From an optimization exercise on the open Yosys and OpenROAD flow, aimed at small area, a short achievable clock period and few clock cycles; shortcuts taken in it are not production practice. Function was checked by simulation only, so behaviour that the tests miss may differ from the original.

==> module mac_array, before the edit <==
module mac_array (
  input  wire                         clk,
  input  wire                         reset,
  input  wire                         ld_we,      
  input  wire [4-1:0]      ld_addr,
  input  wire [63:0]                  ld_data,
  input  wire                         m_ld,       
  input  wire                         inject,     
  input  wire [4-1:0]      rc_pos,
  input  wire [59:0]                  rc_m,       
  input  wire [71:0]                  rc_u,       
  input  wire                         zero_s,     
  input  wire                         skip_sel,   
  output logic                        busy,       
  output logic                        busy_rd,    
  output logic                        m_we,
  output logic [4-1:0]     m_waddr,
  output logic [59:0]                 m_wdata,
  output logic                        u_we,
  output logic [4-1:0]     u_waddr,
  output logic [71:0]                 u_wdata
);
  localparam int L = 4;
  logic [159:0] c0_q;
  logic [115:0] c1_q, c2_q;
  logic [115:0] c1_p, c2_p;
  logic [59:0]  y0_q, m_q;
  logic [63:0]  s1, s2;         
  logic [3:0]   a0, a1, a2, a3, a4;
  logic         v0, v1, v2, v3, v4;
  logic [63:0]  x_in, y0_x, m_x, s_in;
  logic [159:0] c0_d, c1_d, c2_d;
  logic [59:0]  y0_d, m_d;
  logic [71:0]  u_d;
  logic [63:0]  skip_rec;
  function automatic logic [28:0] half_add(logic [19:0] a, logic [19:0] b);
    logic [10:0] lo;
    lo = {1'b0, a[9:0]} + {1'b0, b[9:0]};
    half_add = {b[19:10], a[19:10], lo[10], lo[9:2]};
  endfunction
  function automatic logic [17:0] half_rest(logic [28:0] p);
    half_rest = {p[18:9] + p[28:19] + {9'd0, p[8]}, p[7:0]};
  endfunction
  function automatic logic [14:0] relu_clamp(logic [19:0] t);
    if (t[19])             relu_clamp = 15'd0;
    else if (|t[18:17])    relu_clamp = 15'h7fff;
    else                   relu_clamp = t[16:2];
  endfunction
  for (genvar i = 0; i < L; i++) begin : g_lane
    logic [19:0] t0;
    logic [17:0] t1, t2;    
    assign t0 = c0_q[i*40 +: 20] + c0_q[i*40+20 +: 20];
    assign t1 = half_rest(c1_q[i*29 +: 29]);
    assign t2 = half_rest(c2_q[i*29 +: 29]);
    assign c1_p[i*29 +: 29] = half_add(c1_d[i*40 +: 20], c1_d[i*40+20 +: 20]);
    assign c2_p[i*29 +: 29] = half_add(c2_d[i*40 +: 20], c2_d[i*40+20 +: 20]);
    assign y0_d[i*15 +: 15] = relu_clamp(t0);
    assign m_d[i*15 +: 15]  = relu_clamp({t1, 2'b00});
    assign u_d[i*18 +: 18]  = t2;
    assign y0_x[i*16 +: 16] = {1'b0, y0_q[i*15 +: 15]};
    assign m_x[i*16 +: 16]  = {1'b0, m_q[i*15 +: 15]};
    assign x_in[i*16 +: 16] = inject ? m_x[i*16 +: 16] : ld_data[i*16 +: 16];
    assign skip_rec[i*16 +: 16] = rc_u[i*18 +: 16] - t2[15:0];
  end
  assign s_in = zero_s ? '0 : s2;
  conv_csa0 u_s0 (.x(x_in), .r(c0_d));
  conv_csa1 u_s1 (.x(y0_x), .r(c1_d));
  conv_csa2 u_s2 (.x(m_x),  .a(s_in), .r(c2_d));
  always_ff @(posedge clk) begin
    if (ld_we)         s1 <= ld_data;
    else if (skip_sel) s1 <= skip_rec;
    a0   <= inject ? rc_pos : ld_addr;
    c0_q <= c0_d;
    y0_q <= y0_d;
    c1_q <= c1_p;
    m_q  <= m_ld ? rc_m : m_d;
    c2_q <= c2_p;
    if (v1) s2 <= s1;
    a1 <= a0;
    a2 <= a1;
    a3 <= a2;
    a4 <= a3;
  end
  always_ff @(posedge clk) begin
    if (reset) begin
      {v0, v1, v2, v3, v4} <= '0;
    end else begin
      v0 <= ld_we || inject;
      v1 <= v0;
      v2 <= v1;
      v3 <= v2;
      v4 <= v3;
    end
  end
  assign busy    = v0 || v1 || v2 || v3 || v4;
  assign busy_rd = v0 || v1 || v2;
  assign m_we    = v3;
  assign m_waddr = a3;
  assign m_wdata = m_q;
  assign u_we    = v4;
  assign u_waddr = a4;
  assign u_wdata = u_d;
endmodule
clock: 11.0 ns
lec_check: 0
abc_clock_period_in_ps: 4000
cap_margin: 20
core_margin: 2
core_utilization: 40
cts_buf_list: sky130_fd_sc_hd__clkbuf_8 sky130_fd_sc_hd__clkbuf_16
cts_cluster_diameter: 60
cts_cluster_size: 20
place_density: 0.6
setup_slack_margin: 5
slew_margin: 20
standard.sh (not shown) runs the stock make flow with config.mk's settings and CLKGATE_MAP_FILE= SYNTH_SCRIPT=/design/flow/synth_recipe.tcl, a recipe that flattens the netlist after the stock synthesis.
==> flow/flow/run.sh <==
#!/bin/bash
set -euo pipefail
MARGIN=7
export BUFFER_PORTS_ARGS="-buffer_cell sky130_fd_sc_hd__buf_4"
sed -e "s/ SETUP_SLACK_MARGIN=[0-9.]*//" -e "s/ \"\${@:-finish}\"/ SETUP_SLACK_MARGIN=${MARGIN} \"\${@:-finish}\"/" standard.sh > standard_margin.sh
grep -q "SETUP_SLACK_MARGIN=${MARGIN}" standard_margin.sh
bash standard_margin.sh > standard.log 2>&1
Testbench counts at the start, summed over its fixed seeds: cycles 3,264.
==> next run, changes <==
--- a/flow/design.v
+++ b/flow/design.v
@@ -3384,8 +3384,8 @@
 );
   localparam int L = 4;
   logic [159:0] c0_q;
-  logic [115:0] c1_q, c2_q;
-  logic [115:0] c1_p, c2_p;
+  logic [115:0] c1_q, c1_p;
+  logic [131:0] c2_q, c2_p;
   logic [59:0]  y0_q, m_q;
   logic [63:0]  s1, s2;         
   logic [3:0]   a0, a1, a2, a3, a4;
@@ -3403,6 +3403,14 @@
   function automatic logic [17:0] half_rest(logic [28:0] p);
     half_rest = {p[18:9] + p[28:19] + {9'd0, p[8]}, p[7:0]};
   endfunction
+  function automatic logic [32:0] half_add6(logic [19:0] a, logic [19:0] b);
+    logic [6:0] lo;
+    lo = {1'b0, a[5:0]} + {1'b0, b[5:0]};
+    half_add6 = {b[19:6], a[19:6], lo[6], lo[5:2]};
+  endfunction
+  function automatic logic [17:0] half_rest6(logic [32:0] p);
+    half_rest6 = {p[18:5] + p[32:19] + {13'd0, p[4]}, p[3:0]};
+  endfunction
   function automatic logic [14:0] relu_clamp(logic [19:0] t);
     if (t[19])             relu_clamp = 15'd0;
     else if (|t[18:17])    relu_clamp = 15'h7fff;
@@ -3413,9 +3421,9 @@
     logic [17:0] t1, t2;    
     assign t0 = c0_q[i*40 +: 20] + c0_q[i*40+20 +: 20];
     assign t1 = half_rest(c1_q[i*29 +: 29]);
-    assign t2 = half_rest(c2_q[i*29 +: 29]);
+    assign t2 = half_rest6(c2_q[i*33 +: 33]);
     assign c1_p[i*29 +: 29] = half_add(c1_d[i*40 +: 20], c1_d[i*40+20 +: 20]);
-    assign c2_p[i*29 +: 29] = half_add(c2_d[i*40 +: 20], c2_d[i*40+20 +: 20]);
+    assign c2_p[i*33 +: 33] = half_add6(c2_d[i*40 +: 20], c2_d[i*40+20 +: 20]);
     assign y0_d[i*15 +: 15] = relu_clamp(t0);
     assign m_d[i*15 +: 15]  = relu_clamp({t1, 2'b00});
     assign u_d[i*18 +: 18]  = t2;
Effect:
- wire length goes up by 0.66%
- count of clock-buffer cells in the layout goes up by 8
- clock skew goes down by 0.015 ns
- final area goes up by 0.81%
- global-route usage goes up by 0.22 points
- worst hold slack is about the same
- worst setup slack gets worse by 0.29 ns
- synthesized cell count goes up by 1.9%
- flip-flop and latch count goes up by 16
- first-iteration DRC count stays flat
Testbench counts after the change, summed over its fixed seeds: cycles 3,264.

static timing again, ports no longer ideal:
Ports are ideal in the flow. The routed layouts listed here were re-timed in OpenROAD. Step 1: set_driving_cell puts a clkbuf_16 on clk and a buf_2 on each other input, an assumption about the parent block. Step 2 moves the port delays by t, midway between the first and last clock arrival at a register: inputs arrive t later, outputs are due t later. That takes back most of the time a late clock gives input paths. Three values: ideal ports, drivers, drivers and shift; two values: the first two.
run	t (ns)	slack for setup (ns)	hold WS [ns]	worst register clock-pin slew, ns	worst slew at a driven data input, ns
the first run	1.010	7.030 / 6.930 / 5.968	0.328 / 0.328 / 0.328	0.09 / 0.09	0.17
the second run	1.004	6.744 / 6.746 / 5.741	0.328 / 0.328 / 0.328	0.09 / 0.09	0.12
After both steps every run listed still meets setup and hold. For the first run, which loses most, drivers alone change the setup slack by -0.100 ns; drivers and shift together by -1.062 ns.
